Context: an optimization exercise on an open-source flow, tuned for small area and a short achievable clock period. The choices shown serve that exercise and are no tape-out recipe. At most, simulation tests tie the RTL to the original design; equivalence was not proved. No functional check of the RTL was part of runs 2 and 5. Power is estimated from default activity; no workload was simulated.

### run.sh
#!/bin/bash
# synth_recipe.tcl (not shown) runs the flow's synth.tcl, then flattens the netlist and writes it again
# the make line also repeats each setting of config.mk as NAME=value (left out here)
make -C /OpenROAD-flow-scripts/flow DESIGN_CONFIG=/design/flow/config.mk WORK_HOME=/design/flow/orfs CLKGATE_MAP_FILE= SYNTH_SCRIPT=/design/flow/synth_recipe.tcl finish
### constraint.sdc
create_clock -name core_clock -period 2.8 [get_ports {clk}]
set_input_delay 0.5600 -clock core_clock [delete_from_list [all_inputs] [get_ports {clk}]]
set_output_delay 0.5600 -clock core_clock [all_outputs]
set_load 0.01 [all_outputs]
### design.v
package xpmwrap_pkg;
  typedef enum logic {
    CLEAR = 1'b0,
    READY = 1'b1
  } state_e;
  function automatic integer nb_calc(input integer data_width, input integer byte_width);
    nb_calc = data_width / byte_width;
  endfunction
  function automatic logic params_ok(input integer read_latency, input integer data_width,
                                     input integer byte_width);
    params_ok = (read_latency >= 1) && (read_latency <= 3) && (byte_width > 0) &&
                ((data_width % byte_width) == 0);
  endfunction
endpackage
module xpmwrap_andor #(
  parameter int N     = 64,
  parameter int WIDTH = 32
) (
  input  logic [N-1:0]       sel_i,
  input  logic [N*WIDTH-1:0] data_i,
  output logic [WIDTH-1:0]   data_o
);
  always_comb begin
    data_o = '0;
    for (int i = 0; i < N; i++) data_o = data_o | ({WIDTH{sel_i[i]}} & data_i[i*WIDTH +: WIDTH]);
  end
endmodule
module xpmwrap_sdpram_be #(
  parameter int                  ADDR_WIDTH     = 6,
  parameter int                  DATA_WIDTH     = 32,
  parameter int                  BYTE_WIDTH     = 8,
  parameter int                  READ_LATENCY   = 2,
  parameter int                  CLEAR_ON_RESET = 1,
  parameter logic [DATA_WIDTH-1:0] CLEAR_VALUE  = '0
) (
  input  logic                                          clk,
  input  logic                                          rstn,
  input  logic                                          wr_en,
  input  logic [ADDR_WIDTH-1:0]                         wr_addr,
  input  logic [xpmwrap_pkg::nb_calc(DATA_WIDTH, BYTE_WIDTH)-1:0] wr_be,
  input  logic [DATA_WIDTH-1:0]                         wr_data,
  input  logic                                          rd_en,
  input  logic [ADDR_WIDTH-1:0]                         rd_addr,
  output logic [DATA_WIDTH-1:0]                         rd_data,
  output logic                                          rd_valid,
  output logic                                          busy,
  output logic                                          drop_err
);
  localparam int NB    = xpmwrap_pkg::nb_calc(DATA_WIDTH, BYTE_WIDTH);
  localparam int DEPTH = 2 ** ADDR_WIDTH;
  localparam int LOW   = ADDR_WIDTH / 2;
  localparam int NLO   = 2 ** LOW;
  localparam int NHI   = DEPTH / NLO;
  logic                  busy_q, busy_o_q;
  logic [NLO-1:0]        lo_q;
  logic [NHI-1:0]        hi_q;
  logic                  drop_q;
  logic                  vld_q, rd_valid_q;
  logic [DATA_WIDTH-1:0] dat_q, rd_data_q;
  logic                  sweep_last;
  assign sweep_last = lo_q[NLO-1] & hi_q[NHI-1];
  always_ff @(posedge clk) begin
    if (!rstn) begin
      lo_q <= NLO'(1);
      hi_q <= (CLEAR_ON_RESET != 0) ? NHI'(1) : '0;
    end else begin
      lo_q <= {lo_q[NLO-2:0], lo_q[NLO-1]};
      if (lo_q[NLO-1]) hi_q <= {hi_q[NHI-2:0], 1'b0};
    end
  end
  always_ff @(posedge clk) begin
    busy_q   <= ~rstn ? (CLEAR_ON_RESET != 0) : (busy_q & ~sweep_last);
    busy_o_q <= ~rstn ? (CLEAR_ON_RESET != 0) : (busy_o_q & ~sweep_last);
  end
  logic [DATA_WIDTH-1:0] wdata;
  logic [NB-1:0]         bok;
  assign wdata = busy_q ? CLEAR_VALUE : wr_data;
  assign bok   = wr_be & {NB{wr_en & ~busy_q}};
  logic [DATA_WIDTH-1:0] mem_q [DEPTH];
  logic [DEPTH-1:0]      rsel;
  for (genvar w = 0; w < DEPTH; w++) begin : g_word
    logic wsel, csel;
    assign wsel = (wr_addr == ADDR_WIDTH'(w));
    assign csel = hi_q[w / NLO] & lo_q[w % NLO];
    for (genvar b = 0; b < NB; b++) begin : g_byte
      always_ff @(posedge clk) begin
        if (csel | (wsel & bok[b]))
          mem_q[w][b*BYTE_WIDTH +: BYTE_WIDTH] <= wdata[b*BYTE_WIDTH +: BYTE_WIDTH];
      end
    end
    assign rsel[w] = (rd_addr == ADDR_WIDTH'(w));
  end
  logic [DATA_WIDTH-1:0] rd_word;
  logic [DEPTH*DATA_WIDTH-1:0] mem_flat;
  for (genvar w = 0; w < DEPTH; w++) begin : g_flat
    assign mem_flat[w*DATA_WIDTH +: DATA_WIDTH] = mem_q[w];
  end
  xpmwrap_andor #(
    .N     (DEPTH),
    .WIDTH (DATA_WIDTH)
  ) u_rdmux (
    .sel_i  (rsel),
    .data_i (mem_flat),
    .data_o (rd_word)
  );
  always_ff @(posedge clk) begin
    dat_q <= rd_word;
    vld_q <= rstn & ~busy_q & rd_en;
  end
  always_ff @(posedge clk) begin
    if (!rstn) begin
      rd_valid_q <= 1'b0;
      rd_data_q  <= '0;
      drop_q     <= 1'b0;
    end else begin
      rd_valid_q <= vld_q;
      if (vld_q) rd_data_q <= dat_q;
      if (busy_q & (rd_en | wr_en)) drop_q <= 1'b1;
    end
  end
  assign rd_valid = rd_valid_q;
  assign rd_data  = rd_data_q;
  assign busy     = busy_o_q;
  assign drop_err = drop_q;
endmodule
### config.mk
export PLATFORM = sky130hd
export DESIGN_NAME = xpmwrap_sdpram_be
export DESIGN_NICKNAME = xpmwrap_sdpram_be
export VERILOG_FILES = /design/flow/design.v
export SDC_FILE = /design/flow/constraint.sdc
export NUM_CORES = 4
export LEC_CHECK = 0
export CAP_MARGIN = 20
export CORE_MARGIN = 2
export CORE_UTILIZATION = 55
export GPL_TIMING_DRIVEN = 0
export SETUP_SLACK_MARGIN = 0.5
export SLEW_MARGIN = 20
export SYNTH_HIERARCHICAL = 1
export SYNTH_MINIMUM_KEEP_SIZE = 0
==> results of run 1 <==
## flip-flops by register name, summed over array words and instances (netlist names)
name        flops
busy_q          1
lo_q            8
vld_q           1
drop_q          1
busy_o_q        1
rd_data_q      32
rd_valid_q      1
dat_q          32
hi_q            8
mem_q        2048
## per-stage QoR
stage               hold slack (ns)  total power [W]
global route                  0.329           0.0648
detailed placement            0.457           0.0365
floorplan                     0.463           0.0358
global placement              0.459           0.0364
finish                        0.316           0.0632
CTS                           0.270           0.0634
## synthesized netlist by cell type, types with 3 or more instances
cell / instances
and2_1: 8
a22o_1: 511
nand4b_1: 8
nand4_1: 130
nor2_1: 65
or4_1: 34
dfxtp_1: 85
clkbuf_1: 194
mux2i_1: 32
edfxtp_1: 2048
o31ai_4: 4
nand2b_1: 12
buf_1: 27
or4b_2: 3
buf_2: 60
a21boi_0: 7
o31ai_2: 16
nand4bb_1: 12
a221oi_1: 512
nand2_1: 67
nand3b_1: 4
buf_6: 37
or4b_1: 4
nor2b_1: 64
o31ai_1: 236
## worst reg2reg max path: cells and delay by family (launching register included)
kind                   cells  cell delay, ns
AOI/OAI and AO/OA          1            0.27
buffers and inverters      2            0.73
DFF                        1            0.73
and+or+nand+nor            1            0.40
## layer usage
metal	track usage, %	up-vias	routed length, um
met4	9.06	4	6690
li1	-	19400	-
met3	8.00	308	18200
met2	49.8	1728	109000
met1	40.6	23100	91100
met5	0	-	128
## power by group through the flow
stage	registers (W)	clock network (W)	logic [W]
2_1_floorplan	0.0353	0	0.000544
3_3_place_gp	0.0353	0	0.00111
3_5_place_dp	0.0353	0	0.00120
4_1_cts	0.0346	0.0274	0.00137
5_1_grt	0.0346	0.0286	0.00154
6_report	0.0346	0.0270	0.00151
## kinds of logic after synthesis
family          synth area share [%]
simple gates                    3.08
mux                            0.407
compound gates                  14.1
buf+inv                         1.97
flops                           80.4
## final cells by class
type	count	share of cell area [%]
clock buffers	282	5.81
diodes	8	0.0207
multi-input cells	1739	18.5
repair buffers	363	4.69
inverters	1	0.00387
clock inverters	108	1.04
well taps	1890	2.44
plain buffers	318	2.22
flip-flops and latches	2133	65.2
## timing repair
action | in CTS | in global routing
setup endpoints to repair | 3256 | 2075
gates resized for setup | 528 | 309
buffers inserted | 59 | 50
cloned | 2 | 3
pin swaps | 100 | 95
## worst max-delay path by stage
stage | from | to | slack (ns) | depth (start not counted)
2_1_floorplan | busy_q | mem_q[0][21] | -0.008 | 3
4_1_cts | rd_data_q[12] | rd_data[12] | 0.23 | 1
5_1_grt | wr_addr[1] | mem_q[36][23] | 0.47 | 5
3_5_place_dp | rd_addr[5] | dat_q[6] | -1.98 | 9
3_3_place_gp | busy_q | mem_q[54][26] | -3.11 | 3
6_report | lo_q[7] | mem_q[15][20] | 0.37 | 4
==> impl_metrics.ini, run 1 <==
[logic_synthesis]
synth.net_count = 4242
synth_flop_cell = edfxtp_1
yosys.area.top_type_share_pct = 78.2
avgSynthCellArea_um2 = 18.8
synth_cell_types = 32
synthTopCellsByArea = edfxtp_1 (78%), a221oi_1 (5.7%), a22o_1 (5.7%)
synth_edf_count = 2048
ys_ff_latch = 2133
netlist_area_um2 = 78600
ys_async_sr_fraction_pct = 0
yosys_warnings = 9
yosysTopAreaCell = edfxtp_1
ys_seq_area_share_pct = 80.4
syn-instance-count = 4190

[pwr]
power_density_nw_per_um2 = 652
switching_share_pct = 20.2
pwr-share-clk_pct = 42.8
p_seq_share_pct = 54.8
vdd_drop_max_mv = 0.573
leakagePower_nw = 32.0
switching_power_w = 0.0128
p_int_w = 0.0504
combPwrFrac_pct = 2.4

[final_layout]
multi_input_area_um2 = 18000
nFillCells = 9223
final_cell_mix = edfxtp_1 (2048), a22o_1 (510), a221oi_1 (398)
fin_util_pct = 68.4
layout.nets = 4816
layoutNonFillerInstCount = 6842
regArea_um2 = 63200
design_area_um2 = 96900
final_common_cell = edfxtp_1
final_layout_size_suffix_gt1_share_pct = 26.6
areaGrowthSynthToFinish_pct = 23.3

[floorplan]
rows = 138
coreArea_um2 = 142000
die_x_um = 382
start_util_pct = 55.5
top_level_ports = 87
die_h_um = 382
dieArea_um2 = 146000

[cts]
clk_latency_ns = 0.84
cts_tree = yes
clk_path_buf_depth = 3
clock-sinks = 2133
cts.clk_slew.worst_paths_ns = 0.06
cts_root_buffer = clkbuf_16
h-tree-depth = 4
numCtsBuffers = 208
holdBufCountCts = 0

[setup_path]
critPathArrivalTime_ns = 2.96
crit_required_ns = 3.33
cpPeakStageDelay_ns = 0.73
cp_max_fo = 10
start_kind = flop
r2r_setup_slack_ns = 0.37
crit_chain = clkbuf_4 > nand2_1 > o31ai_2 > buf_4
r2r_cells = 4
cpLargestDelayFamily = flip-flops
reg2reg_to = mem_q[15][20]
cp_slowest_cell = dfxtp_1
path_buf_inv = 2
reg2reg_from = lo_q[7]
cp-end-kind = flop
path_class = flop to flop

[timing]
period_minus_slack_ns = 2.43
rsz0062_at_grt = true
hold_violations = 0
worst_pin_slew_ns = 1.19
timing.slew.headroom_pct = 20.5
setup_viol = 0
layout_setup_ws_ns = 0.373
max_freq_ghz = 0.412
finClkSkew_ns = 0.0342
drv_slew = 0
setup_tns_ns = 0
fin_crit_sh_pct = 86.7

[placed_design]
dpl.cell_count = 6330
place_area_um2 = 85200
dpl.hpwl_mm = 168
dp_slack_ns = -1.98
gp_congestion = 1.05
port_buffers = 86

[global_route]
grt_max_degree = 45
grtUsageTotal_pct = 30.5
grt_pass1_vias = 44300
grt_pass1_wl_mm = 315
grt_antenna_before_repair = 22
grt.overflow.total = 0

[worst_hold_path]
worstHoldStart = rd_en
min_to = vld_q
hold_class = input port to flop
min_delay_path_depth = 3

[route]
wire_per_inst_um = 32.9
vias = 44500
antenna_left = 0
drtIter0Drc = 4153
drc_errors = 0
routed_wl_mm = 225
via_per_inst = 6.50
dr.pass1.iters = 5

[flow_run]
max-cap-violations = 0

[outcome]
status = no timing/DRC/antenna violations
==> run 2, diff against run 1 <==
--- a/design.v
+++ b/design.v
@@ -14,14 +14,56 @@
 endpackage
-module xpmwrap_andor #(
-  parameter int N     = 64,
-  parameter int WIDTH = 32
-) (
-  input  logic [N-1:0]       sel_i,
-  input  logic [N*WIDTH-1:0] data_i,
-  output logic [WIDTH-1:0]   data_o
+module xpmwrap_aoi222 (
+  input  logic a0, b0, a1, b1, a2, b2,
+  output logic y
 );
-  always_comb begin
-    data_o = '0;
-    for (int i = 0; i < N; i++) data_o = data_o | ({WIDTH{sel_i[i]}} & data_i[i*WIDTH +: WIDTH]);
+  assign y = ~((a0 & b0) | (a1 & b1) | (a2 & b2));
+endmodule
+module xpmwrap_nand2 (
+  input  logic a, b,
+  output logic y
+);
+  assign y = ~(a & b);
+endmodule
+module xpmwrap_nand4 (
+  input  logic a, b, c, d,
+  output logic y
+);
+  assign y = ~(a & b & c & d);
+endmodule
+module xpmwrap_nor3 (
+  input  logic a, b, c,
+  output logic y
+);
+  assign y = ~(a | b | c);
+endmodule
+module xpmwrap_oai21 (
+  input  logic a, b, c,
+  output logic y
+);
+  assign y = ~((a | b) & c);
+endmodule
+module xpmwrap_rdbit (
+  input  logic [63:0] sel,
+  input  logic [63:0] d,
+  output logic        y
+);
+  logic [21:0] t;    
+  logic [5:0]  u;    
+  logic [1:0]  v;    
+  for (genvar k = 0; k < 21; k++) begin : g_t
+    xpmwrap_aoi222 u_t (
+      .a0(sel[3*k]),   .b0(d[3*k]),
+      .a1(sel[3*k+1]), .b1(d[3*k+1]),
+      .a2(sel[3*k+2]), .b2(d[3*k+2]),
+      .y (t[k])
+    );
   end
+  xpmwrap_nand2 u_t21 (.a(sel[63]), .b(d[63]), .y(t[21]));
+  for (genvar k = 0; k < 5; k++) begin : g_u
+    xpmwrap_nand4 u_u (.a(t[4*k]), .b(t[4*k+1]), .c(t[4*k+2]), .d(t[4*k+3]), .y(u[k]));
+  end
+  xpmwrap_nand2 u_u5 (.a(t[20]), .b(t[21]), .y(u[5]));
+  xpmwrap_nor3 u_v0 (.a(u[0]), .b(u[1]), .c(u[2]), .y(v[0]));
+  xpmwrap_nor3 u_v1 (.a(u[3]), .b(u[4]), .c(u[5]), .y(v[1]));
+  xpmwrap_nand2 u_y (.a(v[0]), .b(v[1]), .y(y));
 endmodule
@@ -75,15 +117,17 @@
   logic [DATA_WIDTH-1:0] wdata;
-  logic [NB-1:0]         bok;
+  logic [NB-1:0]         bok_n;
   assign wdata = busy_q ? CLEAR_VALUE : wr_data;
-  assign bok   = wr_be & {NB{wr_en & ~busy_q}};
+  assign bok_n = ~(wr_be & {NB{wr_en & ~busy_q}});
   logic [DATA_WIDTH-1:0] mem_q [DEPTH];
   logic [DEPTH-1:0]      rsel;
+  logic [DATA_WIDTH*DEPTH-1:0] mem_t;    
   for (genvar w = 0; w < DEPTH; w++) begin : g_word
-    logic wsel, csel;
-    assign wsel = (wr_addr == ADDR_WIDTH'(w));
-    assign csel = hi_q[w / NLO] & lo_q[w % NLO];
+    logic wsel_n, csel_n;
+    logic [NB-1:0] en;
+    assign wsel_n = ~(wr_addr == ADDR_WIDTH'(w));
+    xpmwrap_nand2 u_csel (.a(hi_q[w / NLO]), .b(lo_q[w % NLO]), .y(csel_n));
     for (genvar b = 0; b < NB; b++) begin : g_byte
+      xpmwrap_oai21 u_en (.a(wsel_n), .b(bok_n[b]), .c(csel_n), .y(en[b]));
       always_ff @(posedge clk) begin
-        if (csel | (wsel & bok[b]))
-          mem_q[w][b*BYTE_WIDTH +: BYTE_WIDTH] <= wdata[b*BYTE_WIDTH +: BYTE_WIDTH];
+        if (en[b]) mem_q[w][b*BYTE_WIDTH +: BYTE_WIDTH] <= wdata[b*BYTE_WIDTH +: BYTE_WIDTH];
       end
@@ -91,16 +135,10 @@
     assign rsel[w] = (rd_addr == ADDR_WIDTH'(w));
+    for (genvar i = 0; i < DATA_WIDTH; i++) begin : g_t
+      assign mem_t[i*DEPTH + w] = mem_q[w][i];
+    end
   end
   logic [DATA_WIDTH-1:0] rd_word;
-  logic [DEPTH*DATA_WIDTH-1:0] mem_flat;
-  for (genvar w = 0; w < DEPTH; w++) begin : g_flat
-    assign mem_flat[w*DATA_WIDTH +: DATA_WIDTH] = mem_q[w];
+  for (genvar i = 0; i < DATA_WIDTH; i++) begin : g_rd
+    xpmwrap_rdbit u_rd (.sel(rsel), .d(mem_t[i*DEPTH +: DEPTH]), .y(rd_word[i]));
   end
-  xpmwrap_andor #(
-    .N     (DEPTH),
-    .WIDTH (DATA_WIDTH)
-  ) u_rdmux (
-    .sel_i  (rsel),
-    .data_i (mem_flat),
-    .data_o (rd_word)
-  );
   always_ff @(posedge clk) begin
==> run 2 against run 1 <==
  * Still clean on timing, DRC and antenna
  * Flip-flop and latch count unchanged
  * Combinational power down 5%
  * Critical path depth up 2
  * Fmax down 8.5%
  * Hold slack better by 0.11 ns
  * Die area down 4.0%
  * Clock skew down 0.0087 ns
  * First-iteration DRC count up 130%
  * Cell count down 8.0%
  * Global-route usage up 2.5 points
  * Design area down 2.9%
  * Worst setup slack worse by 0.23 ns
  * Largest cell class unchanged
  * Highest routed layer unchanged
==> impl_metrics.ini, run 2 <==
[timing]
rsz0062_at_grt = true
max_freq_ghz = 0.377
hold_violations = 0
setup_viol = 0
period_minus_slack_ns = 2.65
worst_pin_slew_ns = 1.26
finClkSkew_ns = 0.0255
drv_slew = 0
setup_tns_ns = 0
fin_crit_sh_pct = 94.8
hold_ws_ns = 0.425
timing.slew.headroom_pct = 16.1

[route]
wire_per_inst_um = 37.6
routed_wl_mm = 237
dr.pass1.iters = 10
vias = 45300
via_per_inst = 7.19
drtIter0Drc = 9400
antenna_left = 0
drc_errors = 0

[logic_synthesis]
ys_seq_area_share_pct = 83.8
yosysTopAreaCell = edfxtp_1
ys_ff_latch = 2133
avgSynthCellArea_um2 = 19.9
synth_most_common_cell = edfxtp_1
synth_top_family_by_area = compound AO/OA/AOI/OAI gates
synth.net_count = 3835
synthMuxAreaShare_pct = 0.518
synth_edf_count = 2048
synth_flop_cell = edfxtp_1
syn-instance-count = 3783
synthTopCellsByCount = edfxtp_1 (2048), a222oi_1 (672), o21ai_1 (256)
netlist_area_um2 = 75400
synth-xor-area-share_pct = 0
ys_async_sr_fraction_pct = 0
synth_cell_types = 28
yosys_warnings = 8
synth-simple-area-share_pct = 4.82
yosys.area_share.adder_pct = 0
synth-compound-area-share_pct = 10.6
yosys.area.top_type_share_pct = 81.6
synthTopCellsByArea = edfxtp_1 (82%), a222oi_1 (8.9%), dfxtp_1 (2.3%)

[worst_hold_path]
hold_class = input port to flop
min_delay_path_depth = 3

[setup_path]
cp_max_fo = 10
path_class = input port to flop
cp-end-kind = flop
r2r_cells = 4
crit_required_ns = 3.26
critPathArrivalTime_ns = 3.11
start_kind = input port

[final_layout]
final_common_cell = edfxtp_1
fin_util_pct = 69.3
multi_input_area_um2 = 16100
regArea_um2 = 63200
design_area_um2 = 94100
nFillCells = 8501
regMostFlops = mem_q
areaGrowthSynthToFinish_pct = 24.8
layout.nets = 4389
top_regs = mem_q (2048), dat_q (32), rd_data_q (32)
final_layout_size_suffix_gt1_share_pct = 23.9
largest_reg_flops = 2048
final_cell_mix = edfxtp_1 (2048), a222oi_1 (672), clkbuf_16 (220)

[placed_design]
gp_congestion = 0.944
dpl.hpwl_mm = 149
port_buffers = 86
place_area_um2 = 81700

[global_route]
grt_max_degree = 65
met1_usage_pct = 47.1
grt_use_met3_pct = 10.4
grt_pass1_wl_mm = 322
grt_antenna_before_repair = 8
grt.overflow.total = 0
grt_pass1_vias = 42200
met2_usage_pct = 47.7
busiest_layer = met2
grtUsageTotal_pct = 33.0

[floorplan]
start_util_pct = 55.5
rows = 135
dieArea_um2 = 140000
top_level_ports = 87
die_h_um = 374
coreArea_um2 = 136000
die_x_um = 374

[cts]
h-tree-depth = 4
cts_root_buffer = clkbuf_16
clk_latency_ns = 0.83
holdBufCountCts = 0
clk_path_buf_depth = 3
numCtsBuffers = 205
cts.clk_slew.worst_paths_ns = 0.06
cts_tree = yes
clock-sinks = 2133

[flow_run]
max-cap-violations = 0

[pwr]
switching_power_w = 0.0125
p_seq_share_pct = 55.0
fin_total_pwr_w = 0.0630
switching_share_pct = 19.9
p_int_w = 0.0505
combPwrFrac_pct = 2.3
vdd_drop_max_mv = 0.541
leakagePower_nw = 29.6
power_density_nw_per_um2 = 670
pwr-share-clk_pct = 42.7

[outcome]
status = no timing/DRC/antenna violations
-- run 2: cell types whose count changed after synthesis, sizes merged, moves of 9 or more --
cell / change
a221oi: -512
clkbuf: -165
nand2b: -9
buf: -118
a22o: -512
or4: -33
nand2: +162
o31ai: -256
o21ai: +259
nor2b: +10
nor3: +65
a222oi: +672
nand4: +31
-- run 2: power by group through the flow --
stage                     Sequential (W)  Combinational, W  Clock, W
after global placement            0.0354           0.00113         0
after CTS                         0.0347           0.00137    0.0271
after detailed placement          0.0354           0.00121         0
after global routing              0.0347           0.00145    0.0283
final                             0.0347           0.00143    0.0269
after floorplan                   0.0353          0.000531         0
-- run 2: path summary, 6_finish.rpt --
check / startpoint / endpoint / slack, ns
setup / recovery: wr_addr[2] / mem_q[34][31] / 0.15
hold / removal: wr_en / drop_q / 0.43
setup reg to reg: busy_q / mem_q[24][27] / 0.24
hold reg to reg: dat_q[31] / rd_data_q[31] / 0.49
-- run 2: worst max-delay path: stages --
cell,delay [ns]
clkdlybuf4s50_1,0.52
clkbuf_2,0.27
nor4b_2,0.60
buf_2,0.34
nand2_1,0.23
o21ai_2,0.58
-- run 2: per-stage QoR --
stage	cells	setup slack, ns
floorplan	3783	0.0900
global placement	5650	-2.82
detailed placement	5752	-2.07
CTS	6233	-0.0228
global route	6296	0.0520
finish	6298	0.147
-- run 2: cell type report --
type                       count  share of cell area [%]
sequential                  2133                    67.2
timing repair buffer         329                    6.05
tap                         1781                    2.37
antenna                        2                 0.00532
inverter                       3                  0.0120
clock inverter               107                   0.895
multi-input combinational   1630                    17.1
clock buffer                 278                    6.09
buffer                        35                   0.336
-- run 2: timing repair --
item,CTS,global route
pin swaps,109,69
setup endpoints to repair,3150,2870
buffers inserted,78,62
resized for setup,350,301
cloned,18,1
-- run 2: modules after synthesis, one instance, submodules excluded, excerpt --
module	flops+latches	cells
xpmwrap_nand2	0	1
xpmwrap_sdpram_be	2133	2471
xpmwrap_nand4	0	1
xpmwrap_aoi222	0	1
xpmwrap_oai21	0	1
xpmwrap_nor3	0	1
-- run 2: cells by family after synthesis --
group / count (synthesis)
and+or+nand+nor: 641
AOI/OAI and AO/OA: 932
DFF: 2133
buffers and inverters: 38
muxes: 39
-- run 2: per-layer routing --
layer,wire length [um],vias to the layer above,part of all wire (%)
li1,-,18300,-
met1,88700,23200,37
met2,105000,3247,44
met3,33000,497,14
met4,9840,2,4.2
met5,11,-,0.0046
==> run 3, diff against run 2 <==
--- a/design.v
+++ b/design.v
@@ -38,7 +38,7 @@
 endmodule
-module xpmwrap_oai21 (
-  input  logic a, b, c,
+module xpmwrap_ao32 (
+  input  logic a0, a1, a2, b0, b1,
   output logic y
 );
-  assign y = ~((a | b) & c);
+  assign y = (a0 & a1 & a2) | (b0 & b1);
 endmodule
@@ -117,5 +117,13 @@
   logic [DATA_WIDTH-1:0] wdata;
-  logic [NB-1:0]         bok_n;
+  logic [NB-1:0]         bok;
+  logic [NLO-1:0]        wlo;
+  logic [NHI-1:0]        whi;
   assign wdata = busy_q ? CLEAR_VALUE : wr_data;
-  assign bok_n = ~(wr_be & {NB{wr_en & ~busy_q}});
+  assign bok   = wr_be & {NB{wr_en & ~busy_q}};
+  for (genvar j = 0; j < NLO; j++) begin : g_wlo
+    assign wlo[j] = (wr_addr[LOW-1:0] == LOW'(j));
+  end
+  for (genvar j = 0; j < NHI; j++) begin : g_whi
+    assign whi[j] = (wr_addr[ADDR_WIDTH-1:LOW] == (ADDR_WIDTH-LOW)'(j));
+  end
   logic [DATA_WIDTH-1:0] mem_q [DEPTH];
@@ -124,8 +132,9 @@
   for (genvar w = 0; w < DEPTH; w++) begin : g_word
-    logic wsel_n, csel_n;
     logic [NB-1:0] en;
-    assign wsel_n = ~(wr_addr == ADDR_WIDTH'(w));
-    xpmwrap_nand2 u_csel (.a(hi_q[w / NLO]), .b(lo_q[w % NLO]), .y(csel_n));
     for (genvar b = 0; b < NB; b++) begin : g_byte
-      xpmwrap_oai21 u_en (.a(wsel_n), .b(bok_n[b]), .c(csel_n), .y(en[b]));
+      xpmwrap_ao32 u_en (
+        .a0(whi[w / NLO]), .a1(wlo[w % NLO]), .a2(bok[b]),
+        .b0(hi_q[w / NLO]), .b1(lo_q[w % NLO]),
+        .y (en[b])
+      );
       always_ff @(posedge clk) begin
==> flow/run.sh (new file) <==
#!/bin/bash
# Own flow: the standard layout, with the I/O port buffers built from a plain buffer
# cell instead of the delay-cell default. Tool output goes to standard.log here and to
# ORFS's own per-step logs under orfs/logs.
set -euo pipefail
export BUFFER_PORTS_ARGS="-buffer_cell sky130_fd_sc_hd__buf_2"
bash standard.sh > standard.log 2>&1
==> standard.sh (new file) <==
#!/bin/bash
# synth_recipe.tcl (not shown) runs the flow's synth.tcl, then flattens the netlist and writes it again
# the make line also repeats each setting of config.mk as NAME=value (left out here)
make -C /OpenROAD-flow-scripts/flow DESIGN_CONFIG=/design/flow/config.mk WORK_HOME=/design/flow/orfs CLKGATE_MAP_FILE= SYNTH_SCRIPT=/design/flow/synth_recipe.tcl "${@:-finish}"
--- a/config.mk
+++ b/config.mk
@@ -10,2 +10,4 @@
 export CORE_UTILIZATION = 55
+export CTS_CLUSTER_DIAMETER = 80
+export CTS_CLUSTER_SIZE = 30
 export GPL_TIMING_DRIVEN = 0
removed: run.sh
==> run 3 against run 2 <==
  * Still clean
  * Cell count down 6.0%
  * Total power is 17% lower
  * Global-route usage shrank 2.1 points
  * Fmax grew 12%
  * Core utilization fell by 5.6 points
  * Clock skew increased by 0.017 ns
  * Sequential share of layout area is 5.1 points higher
  * Synthesized cell count is 3.7% lower
  * First-iteration DRC count is 4.6% lower
  * Area after synthesis increased by 0.93%
  * Flip-flop and latch count unchanged
  * Critical path type unchanged
  * Largest cell class unchanged
==> impl_metrics.ini, run 3 <==
[outcome]
status = no timing/DRC/antenna violations

[pwr]
p_seq_share_pct = 66.2
pwr-share-clk_pct = 30.8
vdd_drop_max_mv = 0.463
leakagePower_nw = 28.3
power_density_nw_per_um2 = 597
combPwrFrac_pct = 3.0
switching_share_pct = 20.4
switching_power_w = 0.0107
p_int_w = 0.0416

[placed_design]
dpl.cell_count = 5681
port_buffers = 86
dpl.hpwl_mm = 146
gp_congestion = 0.845

[logic_synthesis]
synthTopCellsByArea = edfxtp_1 (81%), a222oi_1 (8.8%), a32o_1 (3.4%)
netlist_area_um2 = 76100
syn-instance-count = 3642
synth_most_common_cell = edfxtp_1
yosys.area.top_type_share_pct = 80.8
yosys_warnings = 8
yosysTopAreaCell = edfxtp_1
ys_async_sr_fraction_pct = 0
synth_cell_types = 25
synth.net_count = 3694
synth_flop_cell = edfxtp_1
synthTopCellsByCount = edfxtp_1 (2048), a222oi_1 (672), a32o_1 (256)
ys_seq_area_share_pct = 83.0
synth_edf_count = 2048
ys_ff_latch = 2133
avgSynthCellArea_um2 = 20.9

[final_layout]
layout.nets = 4111
final_layout_size_suffix_gt1_share_pct = 21.5
top_regs = mem_q (2048), dat_q (32), rd_data_q (32)
areaGrowthSynthToFinish_pct = 15.1
fin_util_pct = 63.7
regMostFlops = mem_q
layoutNonFillerInstCount = 5923
nFillCells = 9131
largest_reg_flops = 2048
final_common_cell = edfxtp_1
final_cell_mix = edfxtp_1 (2048), a222oi_1 (672), a32o_2 (201)

[timing]
timing.slew.headroom_pct = 39.5
hold_violations = 0
finClkSkew_ns = 0.0421
drv_slew = 0
max_freq_ghz = 0.423
setup_tns_ns = 0
worst_pin_slew_ns = 0.906
setup_viol = 0
rsz0062_at_grt = true
period_minus_slack_ns = 2.36
fin_crit_sh_pct = 84.4

[setup_path]
cpPeakStageDelay_ns = 0.51
r2r_setup_slack_ns = 0.44
cp_max_fo = 17
critPathArrivalTime_ns = 2.97
startpoint = rd_addr[0]
reg2reg_to = mem_q[3][12]
cp_slowest_cell = a222oi_1
reg2reg_from = busy_q
start_kind = input port
crit_required_ns = 3.41
path_class = input port to flop
cp-end-kind = flop
r2r_cells = 4
critPathCapture = dat_q[24]
crit_chain = clkbuf_4 > nand2b_4 > clkbuf_8 > clkbuf_16 > buf_12 > buf_4 > nor2_4 > buf_16 > a222oi_1 > nand4_1 > nor3_4 > nand2_1

[route]
via_per_inst = 7.50
wire_per_inst_um = 38.0
antenna_left = 0
dr.pass1.iters = 9
drtIter0Drc = 8972
drc_errors = 0
routed_wl_mm = 225
vias = 44400

[worst_hold_path]
hold_class = input port to flop
min_delay_path_depth = 3

[global_route]
grt.overflow.total = 0
grt_pass1_wl_mm = 309
grt_antenna_before_repair = 9
grt_pass1_vias = 42300
grt_max_degree = 56
grtUsageTotal_pct = 30.9

[floorplan]
start_util_pct = 55.4
top_level_ports = 87
rows = 136
coreArea_um2 = 137000
die_x_um = 376
die_h_um = 376
dieArea_um2 = 141000

[cts]
holdBufCountCts = 0
cts.clk_slew.worst_paths_ns = 0.11
numCtsBuffers = 88
h-tree-depth = 3
clk_latency_ns = 0.74
clock-sinks = 2133
cts_tree = yes
clk_path_buf_depth = 3
cts_root_buffer = clkbuf_16

[flow_run]
max-cap-violations = 0
## run 3: timing repair
item                                     CTS  global route
endpoints found under the setup margin  3865          2029
gates resized for setup                   90           220
cloned                                     5             3
setup buffers                             31            43
pin swaps                                 36            83
## run 3: cells by family after synthesis
kind of cell / count (synthesis) / synth area share [%]
flops: 2133 / 83.0
compound gates: 932 / 12.2
simple gates: 511 / 4.07
mux: 39 / 0.513
buf+inv: 27 / 0.143
## run 3: cell type report
cell class | instances | area, um2 | area share [%]
sequential | 2133 | 63200 | 72.2
multi-input combinational | 1490 | 14200 | 16.3
timing repair buffer | 319 | 4740 | 5.41
clock buffer | 127 | 2440 | 2.78
tap | 1794 | 2240 | 2.56
clock inverter | 29 | 370 | 0.423
buffer | 24 | 273 | 0.311
inverter | 3 | 11.3 | 0.0129
antenna | 4 | 10.0 | 0.0114
## run 3: metal layers
layer  share of wire (%)  vias to the layer above  GRT usage (%)
met2                  48                     3146           50.0
met3                  13                      377           6.17
met4                 3.1                        8           8.99
met5               0.024                        -              0
met1                  36                    23000           43.1
li1                    -                    17900              -
## run 3: through the flow
stage	power, W	hold slack (ns)	cell area, um2	worst slack [ns]
5_1_grt	0.0535	0.133	87600	0.398
6_report	0.0523	0.0886	87600	0.438
3_3_place_gp	0.0365	0.476	78900	-2.83
2_1_floorplan	0.0359	0.463	76300	0.118
4_1_cts	0.0523	0.0352	86800	0.425
3_5_place_dp	0.0367	0.486	83300	-1.57
## run 3: power by group through the flow
stage	Combinational [W]	Sequential, W	Clock [W]
final	0.00158	0.0346	0.0161
after global routing	0.00160	0.0346	0.0173
after CTS	0.00146	0.0346	0.0163
after detailed placement	0.00136	0.0353	0
after global placement	0.00112	0.0354	0
after floorplan	0.000542	0.0353	0
## run 3: worst max-delay path, delay by kind of cell
kind,cells,cell delay [ns]
AOI/OAI and AO/OA,1,0.51
and+or+nand+nor,5,0.89
buffers and inverters,6,0.97
## run 3: worst min-delay path by stage
| stage | start | endpoint | slack [ns] |
|---|---|---|---|
| after CTS | wr_en | drop_q | 0.04 |
| after global routing | wr_en | drop_q | 0.13 |
| after global placement | dat_q[22] | rd_data_q[22] | 0.48 |
| final | wr_en | drop_q | 0.09 |
| after detailed placement | dat_q[2] | rd_data_q[2] | 0.49 |
| after floorplan | dat_q[0] | rd_data_q[0] | 0.46 |
## run 3: Yosys stat by module (local to each module, per instance), excerpt
module	cells inside	flops+latches	cell area [um2]	copies in the design
xpmwrap_nand4	1	0	6.26	160
xpmwrap_nand2	1	0	3.75	96
xpmwrap_aoi222	1	0	10.0	672
xpmwrap_sdpram_be	2394	2133	64800	1
xpmwrap_nor3	1	0	10.0	64
xpmwrap_ao32	1	0	10.0	256
==> run 4, diff against run 3 <==
--- a/config.mk
+++ b/config.mk
@@ -10,4 +10,2 @@
 export CORE_UTILIZATION = 55
-export CTS_CLUSTER_DIAMETER = 80
-export CTS_CLUSTER_SIZE = 30
 export GPL_TIMING_DRIVEN = 0
==> run 4 against run 3 <==
  * Clock power grew 65%
  * Critical path type unchanged
  * Clock-buffer cell count grew 133
  * Highest routed layer unchanged
  * Critical endpoint is now dat_q[21]
  * Cell count grew 3.0%
==> impl_metrics.ini, run 4 <==
[outcome]
status = no timing/DRC/antenna violations

[worst_hold_path]
hold_class = input port to flop
min_to = lo_q[0]
min_delay_path_depth = 2
worstHoldStart = rstn

[floorplan]
coreArea_um2 = 137000
dieArea_um2 = 141000
rows = 136
die_x_um = 376
start_util_pct = 55.4
top_level_ports = 87
die_h_um = 376

[pwr]
pwr-share-clk_pct = 42.4
switching_power_w = 0.0125
power_density_nw_per_um2 = 693
combPwrFrac_pct = 2.5
p_seq_share_pct = 55.2
vdd_drop_max_mv = 0.602
p_int_w = 0.0504
switching_share_pct = 19.8
leakagePower_nw = 29.3

[final_layout]
areaGrowthSynthToFinish_pct = 19.2
final_common_cell = edfxtp_1
top_regs = mem_q (2048), dat_q (32), rd_data_q (32)
regMostFlops = mem_q
layout.nets = 4188
largest_reg_flops = 2048
final_layout_size_suffix_gt1_share_pct = 21.2
final_cell_mix = edfxtp_1 (2048), a222oi_1 (672), clkbuf_16 (212)
design_area_um2 = 90700

[route]
wire_per_inst_um = 37.0
antenna_left = 0
drc_errors = 0
routed_wl_mm = 226
vias = 45000
via_per_inst = 7.37
drtIter0Drc = 9129
dr.pass1.iters = 10

[setup_path]
reg2reg_from = busy_q
path_buf_inv = 4
r2r_setup_slack_ns = 0.48
crit_required_ns = 3.49
start_kind = input port
cp-end-kind = flop
cp_max_fo = 17
cp_slowest_cell = nor3_4
cpLargestDelayFamily = simple AND/OR/NAND/NOR gates
r2r_cells = 4
path_class = input port to flop
crit_chain = buf_2 > nand2b_1 > buf_8 > clkbuf_16 > nor2_4 > buf_16 > a222oi_1 > nand4_1 > nor3_4 > nand2_2
critPathArrivalTime_ns = 3.07
reg2reg_to = mem_q[41][9]
cpPeakStageDelay_ns = 0.48

[placed_design]
port_buffers = 86
dp_slack_ns = -1.57
place_area_um2 = 83300
dpl.hpwl_mm = 146
gp_congestion = 0.845

[timing]
setup_viol = 0
hold_violations = 0
setup_tns_ns = 0
layout_setup_ws_ns = 0.417
fin_crit_sh_pct = 85.1
timing.slew.headroom_pct = 38.9
worst_pin_slew_ns = 0.913
max_freq_ghz = 0.420
drv_slew = 0
period_minus_slack_ns = 2.38
rsz0062_at_grt = true
finClkSkew_ns = 0.0353

[global_route]
grt_antenna_before_repair = 8
grt.overflow.total = 0
grt_pass1_wl_mm = 314
met1_usage_pct = 43.2
grt_max_degree = 56
grt_use_met3_pct = 7.38
busiest_layer = met2
met2_usage_pct = 50.2
grt_pass1_vias = 43400
grtUsageTotal_pct = 31.4

[flow_run]
max-cap-violations = 0

[logic_synthesis]
ys_ff_latch = 2133
ys_async_sr_fraction_pct = 0
synth_flop_cell = edfxtp_1
synth_edf_count = 2048
netlist_area_um2 = 76100
synth_cell_types = 25
synthTopCellsByCount = edfxtp_1 (2048), a222oi_1 (672), a32o_1 (256)
yosys_warnings = 8
syn-instance-count = 3642
synth_most_common_cell = edfxtp_1
avgSynthCellArea_um2 = 20.9
yosysTopAreaCell = edfxtp_1
yosys.area.top_type_share_pct = 80.8
synthTopCellsByArea = edfxtp_1 (81%), a222oi_1 (8.8%), a32o_1 (3.4%)
synth.net_count = 3694
ys_seq_area_share_pct = 83.0

[cts]
cts_tree = yes
clock-sinks = 2133
cts.clk_slew.worst_paths_ns = 0.06
numCtsBuffers = 204
clk_path_buf_depth = 3
h-tree-depth = 4
cts_root_buffer = clkbuf_16
clk_latency_ns = 0.84
## run 4: timing repair
action / CTS / global route
hold buffers: 1 / 0
buffers inserted: 10 / 23
gates resized for setup: 73 / 120
pin swaps: 27 / 29
endpoints found under the hold margin: 1 / 0
endpoints found under the setup margin: 3865 / 1967
cloned: 5 / 4
## run 4: final cells by class
class / count / area, um2
Clock buffer: 260 / 5500
Fill cell: 8814 / 46800
Inverter: 3 / 11.3
Antenna cell: 3 / 7.51
Buffer: 24 / 253
Sequential cell: 2133 / 63200
Multi-Input combinational cell: 1491 / 14100
Tap cell: 1794 / 2240
Clock inverter: 116 / 997
Timing Repair Buffer: 279 / 4360
## run 4: logic make-up after synthesis
| family | synth area share, % |
|---|---|
| flip-flops | 83.0 |
| multiplexers | 0.513 |
| AO/OA/AOI/OAI | 12.2 |
| AND/OR/NAND/NOR | 4.07 |
| buffers and inverters | 0.143 |
## run 4: through the flow
stage / instances / hold slack [ns] / utilization [%] / power, W
floorplan: 3642 / 0.463 / - / 0.0359
CTS: 6073 / 0.00494 / 65.7 / 0.0630
global placement: 5522 / 0.476 / 57.4 / 0.0365
finish: 6103 / 0.0698 / 66.0 / 0.0628
global route: 6100 / 0.0287 / 66.0 / 0.0644
detailed placement: 5681 / 0.486 / 60.6 / 0.0367
## run 4: worst max path at each step
stage | start | end | slack (ns) | cells past startpoint
final | rd_addr[0] | dat_q[21] | 0.42 | 10
after global placement | busy_q | mem_q[39][13] | -2.83 | 2
after floorplan | busy_q | mem_q[0][10] | 0.12 | 2
after CTS | busy_q | mem_q[3][18] | 0.42 | 4
after global routing | rd_addr[0] | dat_q[21] | 0.35 | 10
after detailed placement | rd_addr[0] | dat_q[21] | -1.57 | 10
## run 4: power by group through the flow
stage	Clock, W	Combinational (W)	Sequential (W)
finish	0.0266	0.00154	0.0347
global placement	0	0.00112	0.0354
detailed placement	0	0.00136	0.0353
global route	0.0281	0.00156	0.0347
floorplan	0	0.000542	0.0353
CTS	0.0269	0.00145	0.0347
## run 4: routing by layer
layer	part of all wire (%)	vias up
met3	13	397
met5	0.066	-
li1	-	18300
met1	36	23000
met2	48	3325
met4	3.0	6
## run 4: modules after synthesis, one instance, submodules excluded, excerpt
module	flip-flops and latches	cell area, um2
xpmwrap_ao32	0	10.0
xpmwrap_aoi222	0	10.0
xpmwrap_nand2	0	3.75
xpmwrap_nand4	0	6.26
xpmwrap_nor3	0	10.0
xpmwrap_sdpram_be	2133	64800
==> run 5, diff against run 4 <==
--- a/design.v
+++ b/design.v
@@ -44,2 +44,8 @@
 endmodule
+module xpmwrap_and2 (
+  input  logic a, b,
+  output logic y
+);
+  assign y = a & b;
+endmodule
 module xpmwrap_rdbit (
@@ -47,3 +53,3 @@
   input  logic [63:0] d,
-  output logic        y
+  output logic [1:0]  y
 );
@@ -51,3 +57,2 @@
   logic [5:0]  u;    
-  logic [1:0]  v;    
   for (genvar k = 0; k < 21; k++) begin : g_t
@@ -65,5 +70,4 @@
   xpmwrap_nand2 u_u5 (.a(t[20]), .b(t[21]), .y(u[5]));
-  xpmwrap_nor3 u_v0 (.a(u[0]), .b(u[1]), .c(u[2]), .y(v[0]));
-  xpmwrap_nor3 u_v1 (.a(u[3]), .b(u[4]), .c(u[5]), .y(v[1]));
-  xpmwrap_nand2 u_y (.a(v[0]), .b(v[1]), .y(y));
+  xpmwrap_nor3 u_v0 (.a(u[0]), .b(u[1]), .c(u[2]), .y(y[0]));
+  xpmwrap_nor3 u_v1 (.a(u[3]), .b(u[4]), .c(u[5]), .y(y[1]));
 endmodule
@@ -100,3 +104,3 @@
   logic                  vld_q, rd_valid_q;
-  logic [DATA_WIDTH-1:0] dat_q, rd_data_q;
+  logic [DATA_WIDTH-1:0] dat0_q, dat1_q, rd_data_q;
   logic                  sweep_last;
@@ -121,3 +125,3 @@
   assign wdata = busy_q ? CLEAR_VALUE : wr_data;
-  assign bok   = wr_be & {NB{wr_en & ~busy_q}};
+  assign bok   = wr_be & {NB{wr_en}};
   for (genvar j = 0; j < NLO; j++) begin : g_wlo
@@ -127,2 +131,10 @@
     assign whi[j] = (wr_addr[ADDR_WIDTH-1:LOW] == (ADDR_WIDTH-LOW)'(j));
+  end
+  logic [NLO-1:0]        rlo;
+  logic [NHI-1:0]        rhi;
+  for (genvar j = 0; j < NLO; j++) begin : g_rlo
+    assign rlo[j] = (rd_addr[LOW-1:0] == LOW'(j));
+  end
+  for (genvar j = 0; j < NHI; j++) begin : g_rhi
+    assign rhi[j] = (rd_addr[ADDR_WIDTH-1:LOW] == (ADDR_WIDTH-LOW)'(j));
   end
@@ -143,3 +155,3 @@
     end
-    assign rsel[w] = (rd_addr == ADDR_WIDTH'(w));
+    xpmwrap_and2 u_rsel (.a(rhi[w / NLO]), .b(rlo[w % NLO]), .y(rsel[w]));
     for (genvar i = 0; i < DATA_WIDTH; i++) begin : g_t
@@ -148,9 +160,10 @@
   end
-  logic [DATA_WIDTH-1:0] rd_word;
+  logic [DATA_WIDTH-1:0] rd_p0, rd_p1;
   for (genvar i = 0; i < DATA_WIDTH; i++) begin : g_rd
-    xpmwrap_rdbit u_rd (.sel(rsel), .d(mem_t[i*DEPTH +: DEPTH]), .y(rd_word[i]));
+    xpmwrap_rdbit u_rd (.sel(rsel), .d(mem_t[i*DEPTH +: DEPTH]), .y({rd_p1[i], rd_p0[i]}));
   end
   always_ff @(posedge clk) begin
-    dat_q <= rd_word;
-    vld_q <= rstn & ~busy_q & rd_en;
+    dat0_q <= rd_p0;
+    dat1_q <= rd_p1;
+    vld_q  <= rstn & ~busy_q & rd_en;
   end
@@ -163,3 +176,3 @@
       rd_valid_q <= vld_q;
-      if (vld_q) rd_data_q <= dat_q;
+      if (vld_q) rd_data_q <= ~(dat0_q & dat1_q);
       if (busy_q & (rd_en | wr_en)) drop_q <= 1'b1;
--- a/config.mk
+++ b/config.mk
@@ -10,4 +10,6 @@
 export CORE_UTILIZATION = 55
+export CTS_CLUSTER_DIAMETER = 80
+export CTS_CLUSTER_SIZE = 25
 export GPL_TIMING_DRIVEN = 0
-export SETUP_SLACK_MARGIN = 0.5
+export SETUP_SLACK_MARGIN = 0.8
 export SLEW_MARGIN = 20
==> run 5 against run 4 <==
  * Total power fell by 15%
  * Clock-buffer cell count fell by 101
  * Critical path depth fell by 3
  * Worst setup slack improved by 0.28 ns
  * First-iteration DRC count fell by 3.4%
  * Cell count fell by 3.7%
  * Flip-flop and latch count rose by 32
  * Wire length rose by 0.94%
  * Area after synthesis rose by 0.60%
  * Largest cell class unchanged
  * Largest power group unchanged
==> impl_metrics.ini, run 5 <==
[pwr]
leakagePower_nw = 27.9
vdd_drop_max_mv = 0.537
power_density_nw_per_um2 = 618

[logic_synthesis]
synthTopCellsByCount = edfxtp_1 (2048), a222oi_1 (672), a32o_1 (256)
synth_flop_cell = edfxtp_1
syn-instance-count = 3630
synth_cell_types = 25
synth_most_common_cell = edfxtp_1
yosys_warnings = 8
ys_seq_area_share_pct = 83.4
ys_async_sr_fraction_pct = 0
avgSynthCellArea_um2 = 21.1
yosysTopAreaCell = edfxtp_1
yosys.area.top_type_share_pct = 80.3
synth.net_count = 3682
netlist_area_um2 = 76600
ys_ff_latch = 2165
synthTopCellsByArea = edfxtp_1 (80%), a222oi_1 (8.8%), a32o_1 (3.3%)
synth_edf_count = 2048

[setup_path]
reg2reg_to = mem_q[51][24]
cp_max_fo = 17
cpPeakStageDelay_ns = 0.54
crit_required_ns = 3.43
r2r_setup_slack_ns = 0.85
critPathArrivalTime_ns = 2.73
r2r_cells = 3
path_class = input port to flop
cp_slowest_cell = a222oi_1
cp-end-kind = flop
crit_chain = buf_2 > and3b_2 > and2_4 > buf_16 > a222oi_1 > nand4_1 > nor3_2
path_buf_inv = 2
reg2reg_from = busy_q
cpLargestDelayFamily = simple AND/OR/NAND/NOR gates
start_kind = input port
startpoint = rd_addr[4]

[cts]
numCtsBuffers = 103
cts_root_buffer = clkbuf_16
cts.clk_slew.worst_paths_ns = 0.09
clock-sinks = 2165
clk_latency_ns = 0.76
h-tree-depth = 3
cts_tree = yes
clk_path_buf_depth = 3

[worst_hold_path]
min_to = drop_q
worstHoldStart = rd_en
hold_class = input port to flop
min_delay_path_depth = 3

[floorplan]
start_util_pct = 55.5
top_level_ports = 87
rows = 136
coreArea_um2 = 138000
die_x_um = 377
dieArea_um2 = 142000
die_h_um = 377

[global_route]
grt.overflow.total = 0
grt_pass1_vias = 42400
grt_pass1_wl_mm = 312
grtUsageTotal_pct = 31.6
grt_antenna_before_repair = 10
grt_max_degree = 65

[final_layout]
final_layout_size_suffix_gt1_share_pct = 18.5
multi_input_area_um2 = 13300
final_common_cell = edfxtp_1
regArea_um2 = 63900
areaGrowthSynthToFinish_pct = 13.5
fin_util_pct = 63.1
design_area_um2 = 86900
final_cell_mix = edfxtp_1 (2048), a222oi_1 (672), nand4_1 (160)
largest_reg_flops = 2048
layout.nets = 4043
nFillCells = 9328
regMostFlops = mem_q

[flow_run]
max-cap-violations = 0

[timing]
rsz0062_at_grt = true
setup_viol = 0
drv_slew = 0
hold_ws_ns = 0.148
fin_crit_sh_pct = 75.1
hold_violations = 0
worst_pin_slew_ns = 0.929
max_freq_ghz = 0.476
setup_tns_ns = 0
period_minus_slack_ns = 2.10
timing.slew.headroom_pct = 38.0
finClkSkew_ns = 0.0320

[placed_design]
gp_congestion = 0.888
dpl.hpwl_mm = 153
port_buffers = 86
place_area_um2 = 83600

[route]
via_per_inst = 7.53
vias = 44200
wire_per_inst_um = 38.8
antenna_left = 0
drc_errors = 0
drtIter0Drc = 8817
dr.pass1.iters = 9
routed_wl_mm = 228

[outcome]
status = no timing/DRC/antenna violations
## run 5: cell types whose count changed after synthesis, sizes merged, moves of 14 or more
cell,change
nor2,-63
clkbuf,-14
and2,+64
o21ai,+32
nor2b,-50
and2b,+17
a31oi,+32
mux2i,-32
dfxtp,+32
nand2,-32
## run 5: tightest hold or removal path: cells and delay by family
| kind | cells | cell delay [ns] |
|---|---|---|
| buffers and inverters | 1 | 0.16 |
| AND/OR/NAND/NOR | 2 | 0.15 |
## run 5: where the power goes
group / total [W] / switching [W] / internal, W
registers: 0.0353 / 0.000177 / 0.0351
logic: 0.00139 / 0.000953 / 0.000437
clock network: 0.0170 / 0.00975 / 0.00730
total: 0.0537 / 0.0109 / 0.0428
## run 5: cell families (layout without fill, tap and decap cells)
logic type | Yosys count | after routing | share of synthesized area [%]
DFF | 2165 | 2165 | 83.4
AOI/OAI and AO/OA | 996 | 996 | 12.6
and+or+nand+nor | 443 | 443 | 3.77
buffers and inverters | 19 | 465 | 0.124
muxes | 7 | 7 | 0.0915
other | 0 | 7 | 0
## run 5: modules after synthesis, one instance, submodules excluded, a selection
module	copies in the design	flops+latches	area, um2
xpmwrap_aoi222	672	0	10.0
xpmwrap_and2	64	0	6.26
xpmwrap_nor3	64	0	10.0
xpmwrap_ao32	256	0	10.0
xpmwrap_nand4	160	0	6.26
xpmwrap_sdpram_be	1	2165	65000
xpmwrap_nand2	64	0	3.75
## run 5: through the flow
stage | total power, W | setup slack, ns | instances
finish | 0.0537 | 0.697 | 5877
global route | 0.0550 | 0.796 | 5871
CTS | 0.0539 | 0.744 | 5861
detailed placement | 0.0373 | -0.238 | 5671
global placement | 0.0371 | -2.68 | 5510
floorplan | 0.0364 | 0.127 | 3630
## run 5: routing by layer
metal | vias to the layer above | global-route usage [%] | share of wire (%)
li1 | 17900 | - | -
met1 | 22800 | 42.7 | 36
met2 | 3110 | 50.5 | 47
met3 | 425 | 8.47 | 13
met4 | 12 | 10.3 | 3.6
met5 | - | 0 | 0.036
## run 5: layout make-up
class | instances | share of cell area, %
well taps | 1794 | 2.58
plain buffers | 16 | 0.102
diodes | 7 | 0.0201
repair buffers | 256 | 4.91
clock inverters | 31 | 0.337
inverters | 3 | 0.0130
flip-flops and latches | 2165 | 73.5
multi-input cells | 1446 | 15.3
clock buffers | 159 | 3.27
## run 5: repair_timing
action,in CTS,in global routing
resized for setup,31,36
setup buffers,0,9
hold buffers,0,0
setup endpoints to repair,1645,775
pin swaps,10,28
## run 5: worst max path at each step
stage / depth (start not counted) / to
after global placement: 2 / mem_q[58][29]
after detailed placement: 7 / dat1_q[10]
final: 7 / dat1_q[9]
after CTS: 8 / dat1_q[27]
after global routing: 7 / dat0_q[9]
after floorplan: 1 / mem_q[0][23]
==> run 6, diff against run 5 <==
--- a/design.v
+++ b/design.v
@@ -99,3 +99,3 @@
   localparam int NHI   = DEPTH / NLO;
-  logic                  busy_q, busy_o_q;
+  logic                  busy_q, busy_o_q, wok_q;
   logic [NLO-1:0]        lo_q;
@@ -119,2 +119,3 @@
     busy_o_q <= ~rstn ? (CLEAR_ON_RESET != 0) : (busy_o_q & ~sweep_last);
+    wok_q    <= ~rstn ? (CLEAR_ON_RESET == 0) : (wok_q | sweep_last);
   end
@@ -125,3 +126,3 @@
   assign wdata = busy_q ? CLEAR_VALUE : wr_data;
-  assign bok   = wr_be & {NB{wr_en}};
+  assign bok   = wr_be & {NB{wr_en & wok_q}};
   for (genvar j = 0; j < NLO; j++) begin : g_wlo
--- a/config.mk
+++ b/config.mk
@@ -13,3 +13,3 @@
 export GPL_TIMING_DRIVEN = 0
-export SETUP_SLACK_MARGIN = 0.8
+export SETUP_SLACK_MARGIN = 0.7
 export SLEW_MARGIN = 20
==> run 6 against run 5 <==
  * Still clean
  * Via count about the same
  * Non-clock buffer count decreased by 12
  * Clock-buffer cell count shrank 15
  * Highest routed layer unchanged
==> impl_metrics.ini, run 6 <==
[setup_path]
r2r_setup_slack_ns = 0.57
start_kind = flop
startpoint = wok_q
reg2reg_to = mem_q[3][23]
critPathArrivalTime_ns = 2.62
critPathCapture = mem_q[3][23]
cp_max_fo = 37
reg2reg_from = wok_q
crit_required_ns = 3.20
r2r_cells = 3
path_class = flop to flop
cp-end-kind = flop

[route]
wl_met1_mm = 82.4
via_per_inst = 7.55
drtIter0Drc = 9451
antenna_left = 0
wl_met3_mm = 30.2
routed_wl_mm = 229
drc_errors = 0
highest_layer = met5
vias = 44200
wl_met2_mm = 109
wire_per_inst_um = 39.1
dr.pass1.iters = 9

[logic_synthesis]
ys_seq_area_share_pct = 83.4
synthTopCellsByArea = edfxtp_1 (80%), a222oi_1 (8.8%), a32o_1 (3.3%)
synth.net_count = 3684
ys_ff_latch = 2166
netlist_area_um2 = 76600
ys_async_sr_fraction_pct = 0
synth_edf_count = 2048
synth_most_common_cell = edfxtp_1
yosysTopAreaCell = edfxtp_1
synth_flop_cell = edfxtp_1
synth_cell_types = 26
synthTopCellsByCount = edfxtp_1 (2048), a222oi_1 (672), a32o_1 (256)
syn-instance-count = 3632
yosys.area.top_type_share_pct = 80.3
avgSynthCellArea_um2 = 21.1
yosys_warnings = 8

[timing]
rsz0062_at_grt = true
setup_viol = 0
hold_violations = 0
period_minus_slack_ns = 2.23
finClkSkew_ns = 0.0298
max_freq_ghz = 0.449
worst_pin_slew_ns = 0.884
fin_crit_sh_pct = 79.6
setup_tns_ns = 0
drv_slew = 0
timing.slew.headroom_pct = 40.9

[cts]
clk_path_buf_depth = 3
h-tree-depth = 3
cts.clk_slew.worst_paths_ns = 0.10
clock-sinks = 2166
cts_root_buffer = clkbuf_16
cts_tree = yes
numCtsBuffers = 101
clk_latency_ns = 0.76

[placed_design]
dpl.hpwl_mm = 151
port_buffers = 86
gp_congestion = 0.884
dpl.cell_count = 5668

[floorplan]
rows = 136
die_x_um = 377
top_level_ports = 87
start_util_pct = 55.6
dieArea_um2 = 142000
coreArea_um2 = 138000
die_h_um = 377

[pwr]
p_seq_share_pct = 65.7
combPwrFrac_pct = 2.3
p_int_w = 0.0430
power_density_nw_per_um2 = 619
pwr-share-clk_pct = 32.0
leakagePower_nw = 27.4
switching_power_w = 0.0106
vdd_drop_max_mv = 0.459
switching_share_pct = 19.7

[final_layout]
final_cell_mix = edfxtp_1 (2048), a222oi_1 (672), a32o_1 (184)
areaGrowthSynthToFinish_pct = 13.1
final_common_cell = edfxtp_1
final_layout_size_suffix_gt1_share_pct = 16.5
layout.nets = 4033
layoutNonFillerInstCount = 5852
largest_reg_flops = 2048
regMostFlops = mem_q

[outcome]
status = no timing/DRC/antenna violations

[global_route]
grt.overflow.total = 0
grtUsageTotal_pct = 31.6
grt_pass1_wl_mm = 313
grt_antenna_before_repair = 19
grt_max_degree = 65
grt_pass1_vias = 42500

[worst_hold_path]
min_delay_path_depth = 2
hold_class = input port to flop

[flow_run]
max-cap-violations = 0
run 6: cell count changes after synthesis:
cell and change:
buf_4 -1, clkbuf_1 +1, o21ai_0 +1, and2b_1 -3, nor2b_1 +3, and2_1 -4
o21ai_1 -1, dfxtp_1 +1, and3_1 +4, o21a_1 +1
run 6: cell families after synthesis:
family	Yosys count	synth area share (%)
flip-flops	2166	83.4
AO/OA/AOI/OAI	997	12.6
AND/OR/NAND/NOR	443	3.77
buffers and inverters	19	0.119
multiplexers	7	0.0915
run 6: worst min path at each step:
| stage | startpoint | endpoint |
|---|---|---|
| floorplan | dat1_q[21] | rd_data_q[21] |
| finish | rd_en | vld_q |
| detailed placement | dat1_q[27] | rd_data_q[27] |
| CTS | rd_en | vld_q |
| global placement | dat1_q[30] | rd_data_q[30] |
| global route | rd_en | vld_q |
run 6: what timing repair did:
action	CTS	global route
gates cloned	0	2
pin swaps	3	13
hold buffers	0	0
resized for setup	17	91
setup buffers	0	2
endpoints found under the setup margin	2259	1336
run 6: metal layers:
layer  track usage (%)  vias to the layer above
met5                 0                        -
met4              11.0                       14
met3              7.22                      401
met2              50.1                     3152
met1              43.4                    22800
li1                  -                    17800
run 6: power by group through the flow:
stage               registers [W]  logic [W]  clock network [W]
floorplan                  0.0358   0.000477                  0
global placement           0.0360   0.000959                  0
detailed placement         0.0359    0.00117                  0
CTS                        0.0352    0.00118             0.0174
global route               0.0352    0.00124             0.0185
finish                     0.0352    0.00122             0.0172
run 6: metrics by stage:
stage	area, um2	utilization, %	hold WS [ns]	worst slack, ns	power (W)
after floorplan	76700	-	0.400	0.127	0.0363
after global placement	79400	57.6	0.409	-2.73	0.0369
after detailed placement	83200	60.4	0.414	-0.521	0.0371
after CTS	86400	62.7	0.0830	0.566	0.0537
after global routing	86600	62.8	0.106	0.536	0.0549
final	86600	62.8	0.133	0.572	0.0536
run 6: layout make-up:
class / count / area (um2)
diodes: 12 / 30.0
plain buffers: 16 / 85.1
clock buffers: 144 / 2830
clock inverters: 24 / 290
fillers: 9317 / 51200
inverters: 3 / 11.3
multi-input cells: 1449 / 13200
flip-flops and latches: 2166 / 63900
well taps: 1794 / 2240
repair buffers: 244 / 4000
run 6: Yosys stat by module, one instance, submodules excluded, a selection:
| module | flops+latches | cells |
|---|---|---|
| xpmwrap_nand4 | 0 | 1 |
| xpmwrap_ao32 | 0 | 1 |
| xpmwrap_nor3 | 0 | 1 |
| xpmwrap_and2 | 0 | 1 |
| xpmwrap_aoi222 | 0 | 1 |
| xpmwrap_nand2 | 0 | 1 |
| xpmwrap_sdpram_be | 2166 | 2352 |
run 6: worst max-delay path, stage by stage, from the launching register on:
cell and delay (ns):
dfxtp_2 0.54, and3_4 0.50, buf_12 0.27, a32o_1 0.49
==> run 7, diff against run 6 <==
--- a/design.v
+++ b/design.v
@@ -99,3 +99,3 @@
   localparam int NHI   = DEPTH / NLO;
-  logic                  busy_q, busy_o_q, wok_q;
+  logic                  busy_q, busy_o_q;
   logic [NLO-1:0]        lo_q;
@@ -119,3 +119,2 @@
     busy_o_q <= ~rstn ? (CLEAR_ON_RESET != 0) : (busy_o_q & ~sweep_last);
-    wok_q    <= ~rstn ? (CLEAR_ON_RESET == 0) : (wok_q | sweep_last);
   end
@@ -126,3 +125,3 @@
   assign wdata = busy_q ? CLEAR_VALUE : wr_data;
-  assign bok   = wr_be & {NB{wr_en & wok_q}};
+  assign bok   = wr_be & {NB{wr_en}};
   for (genvar j = 0; j < NLO; j++) begin : g_wlo
@@ -142,3 +141,3 @@
   logic [DATA_WIDTH-1:0] mem_q [DEPTH];
-  logic [DEPTH-1:0]      rsel;
+  logic [DEPTH-1:0]      rsel_a, rsel_b;    
   logic [DATA_WIDTH*DEPTH-1:0] mem_t;    
@@ -156,3 +155,4 @@
     end
-    xpmwrap_and2 u_rsel (.a(rhi[w / NLO]), .b(rlo[w % NLO]), .y(rsel[w]));
+    xpmwrap_and2 u_rsel_a (.a(rhi[w / NLO]), .b(rlo[w % NLO]), .y(rsel_a[w]));
+    xpmwrap_and2 u_rsel_b (.a(rhi[w / NLO]), .b(rlo[w % NLO]), .y(rsel_b[w]));
     for (genvar i = 0; i < DATA_WIDTH; i++) begin : g_t
@@ -163,3 +163,3 @@
   for (genvar i = 0; i < DATA_WIDTH; i++) begin : g_rd
-    xpmwrap_rdbit u_rd (.sel(rsel), .d(mem_t[i*DEPTH +: DEPTH]), .y({rd_p1[i], rd_p0[i]}));
+    xpmwrap_rdbit u_rd (.sel((i < DATA_WIDTH / 2) ? rsel_a : rsel_b), .d(mem_t[i*DEPTH +: DEPTH]), .y({rd_p1[i], rd_p0[i]}));
   end
--- a/config.mk
+++ b/config.mk
@@ -13,3 +13,3 @@
 export GPL_TIMING_DRIVEN = 0
-export SETUP_SLACK_MARGIN = 0.7
+export SETUP_SLACK_MARGIN = 0.9
 export SLEW_MARGIN = 20
==> run 7 against run 6 <==
  * Still clean on timing, DRC and antenna
  * Design area grew 0.54%
  * Non-clock buffer count rose by 6
  * Sequential power barely moved
  * Global-route usage is 0.33 points lower
  * Critical path depth up 4
  * Cell count grew 2.9%
  * Die area increased by 0.49%
  * Critical endpoint is now dat0_q[23]
==> impl_metrics.ini, run 7 <==
[flow_run]
max-cap-violations = 0

[logic_synthesis]
yosys_warnings = 8
synth_cell_types = 25
synth.net_count = 3746
synth_flop_cell = edfxtp_1
yosys.area.top_type_share_pct = 79.9
synthTopCellsByCount = edfxtp_1 (2048), a222oi_1 (672), a32o_1 (256)
syn-instance-count = 3694
synth_most_common_cell = edfxtp_1
ys_async_sr_fraction_pct = 0
avgSynthCellArea_um2 = 20.8
ys_seq_area_share_pct = 82.9
yosysTopAreaCell = edfxtp_1
netlist_area_um2 = 77000
synth_edf_count = 2048
synthTopCellsByArea = edfxtp_1 (80%), a222oi_1 (8.7%), a32o_1 (3.3%)
ys_ff_latch = 2165

[pwr]
pwr-share-clk_pct = 33.0
p_int_w = 0.0437
p_seq_share_pct = 64.2
power_density_nw_per_um2 = 630
vdd_drop_max_mv = 0.591
switching_share_pct = 20.4
switching_power_w = 0.0112
leakagePower_nw = 27.9
combPwrFrac_pct = 2.8
fin_total_pwr_w = 0.0549

[final_layout]
design_area_um2 = 87100
layout.nets = 4110
areaGrowthSynthToFinish_pct = 13.1
final_layout_size_suffix_gt1_share_pct = 20.3
regMostFlops = mem_q
largest_reg_flops = 2048
final_cell_mix = edfxtp_1 (2048), a222oi_1 (672), nand4_1 (160)
final_common_cell = edfxtp_1

[route]
via_per_inst = 7.44
wl_met2_mm = 107
antenna_left = 0
routed_wl_mm = 227
drtIter0Drc = 8927
drc_errors = 0
vias = 44800
wl_met3_mm = 26.2
highest_layer = met5
wl_met1_mm = 84.2
wire_per_inst_um = 37.6
dr.pass1.iters = 10

[setup_path]
critPathArrivalTime_ns = 2.74
cp_max_fo = 16
start_kind = input port
cp-end-kind = flop
path_class = input port to flop
r2r_cells = 3
crit_required_ns = 3.41

[floorplan]
dieArea_um2 = 143000
start_util_pct = 55.3
die_x_um = 378
top_level_ports = 87
rows = 137
coreArea_um2 = 139000
die_h_um = 378

[timing]
setup_viol = 0
hold_ws_ns = 0.150
period_minus_slack_ns = 2.12
hold_violations = 0
finClkSkew_ns = 0.0356
worst_pin_slew_ns = 0.926
max_freq_ghz = 0.471
fin_crit_sh_pct = 75.9
layout_setup_ws_ns = 0.676
timing.slew.headroom_pct = 38.3
drv_slew = 0
rsz0062_at_grt = true

[global_route]
grt_antenna_before_repair = 9
grt.overflow.total = 0
grt_pass1_wl_mm = 314
grt_max_degree = 65
grtUsageTotal_pct = 31.2
grt_pass1_vias = 42600

[cts]
h-tree-depth = 3
clock-sinks = 2165
cts_tree = yes
numCtsBuffers = 106
cts_root_buffer = clkbuf_16
holdBufCountCts = 0
cts.clk_slew.worst_paths_ns = 0.10
clk_path_buf_depth = 3
clk_latency_ns = 0.77

[placed_design]
port_buffers = 86
dp_slack_ns = -0.662
dpl.hpwl_mm = 147
gp_congestion = 0.837
place_area_um2 = 82500

[worst_hold_path]
min_delay_path_depth = 2
hold_class = input port to flop

[outcome]
status = no timing/DRC/antenna violations
run 7: changes by cell type after synthesis, sizes merged:
cell / previous run / this run
clkbuf: 5 / 4
o21a: 1 / 0
and3: 9 / 5
and2b: 14 / 17
buf: 11 / 12
and2: 73 / 141
nor2b: 25 / 22
dfxtp: 118 / 117
run 7: cell type report:
| type | count | area [um2] |
|---|---|---|
| multi-input combinational | 1516 | 13900 |
| tap | 1876 | 2350 |
| antenna | 7 | 17.5 |
| timing repair buffer | 250 | 3240 |
| clock inverter | 39 | 470 |
| clock buffer | 149 | 2980 |
| fill | 9616 | 52100 |
| inverter | 3 | 11.3 |
| sequential | 2165 | 63900 |
| buffer | 16 | 97.6 |
run 7: worst max-delay path: stages:
cell	delay [ns]
buf_6	0.14
and3_4	0.29
buf_16	0.20
and2_2	0.32
a222oi_1	0.37
nand4_1	0.34
nor3_4	0.48
run 7: worst paths after layout:
| path | endpoint | slack, ns | startpoint |
|---|---|---|---|
| worst max register to register | dat0_q[23] | 0.89 | mem_q[33][23] |
| worst min-delay path | vld_q | 0.15 | rd_en |
| worst max-delay path | dat0_q[23] | 0.68 | rd_addr[1] |
| worst min register to register | rd_data_q[21] | 0.42 | dat1_q[21] |
run 7: cell families after synthesis:
logic type | share of synthesized area, %
buf+inv | 0.124
compound gates | 12.6
flops | 82.9
simple gates | 4.27
mux | 0.0910
run 7: repair_timing:
action / CTS / global route
pin swaps: 107 / 86
setup endpoints to repair: 2026 / 440
cloned: 5 / 2
setup buffers: 31 / 25
gates resized for setup: 221 / 55
run 7: power groups by stage:
stage               registers (W)  logic, W  clock network, W
floorplan                  0.0359  0.000572                 0
global placement           0.0360   0.00116                 0
detailed placement         0.0360   0.00137                 0
CTS                        0.0352   0.00147            0.0183
global route               0.0352   0.00155            0.0194
finish                     0.0352   0.00153            0.0181
run 7: per-layer routing:
metal / up-vias / global-route usage (%)
li1: 18000 / -
met1: 23200 / 43.4
met2: 3137 / 49.9
met3: 446 / 5.88
met4: 6 / 11.1
met5: - / 0
run 7: modules after synthesis, one instance, submodules excluded, excerpt:
| module | flip-flops and latches | cells inside |
|---|---|---|
| xpmwrap_and2 | 0 | 1 |
| xpmwrap_sdpram_be | 2165 | 2350 |
| xpmwrap_nand4 | 0 | 1 |
| xpmwrap_nor3 | 0 | 1 |
| xpmwrap_nand2 | 0 | 1 |
| xpmwrap_ao32 | 0 | 1 |
| xpmwrap_aoi222 | 0 | 1 |
run 7: per-stage QoR:
step / setup TNS (ns) / instances / utilization, %
2_1_floorplan: 0 / 3694 / -
3_3_place_gp: -4230.51 / 5656 / 57.5
3_5_place_dp: -20.88 / 5763 / 59.3
4_1_cts: 0 / 5987 / 62.3
5_1_grt: 0 / 6015 / 62.5
6_report: 0 / 6021 / 62.5
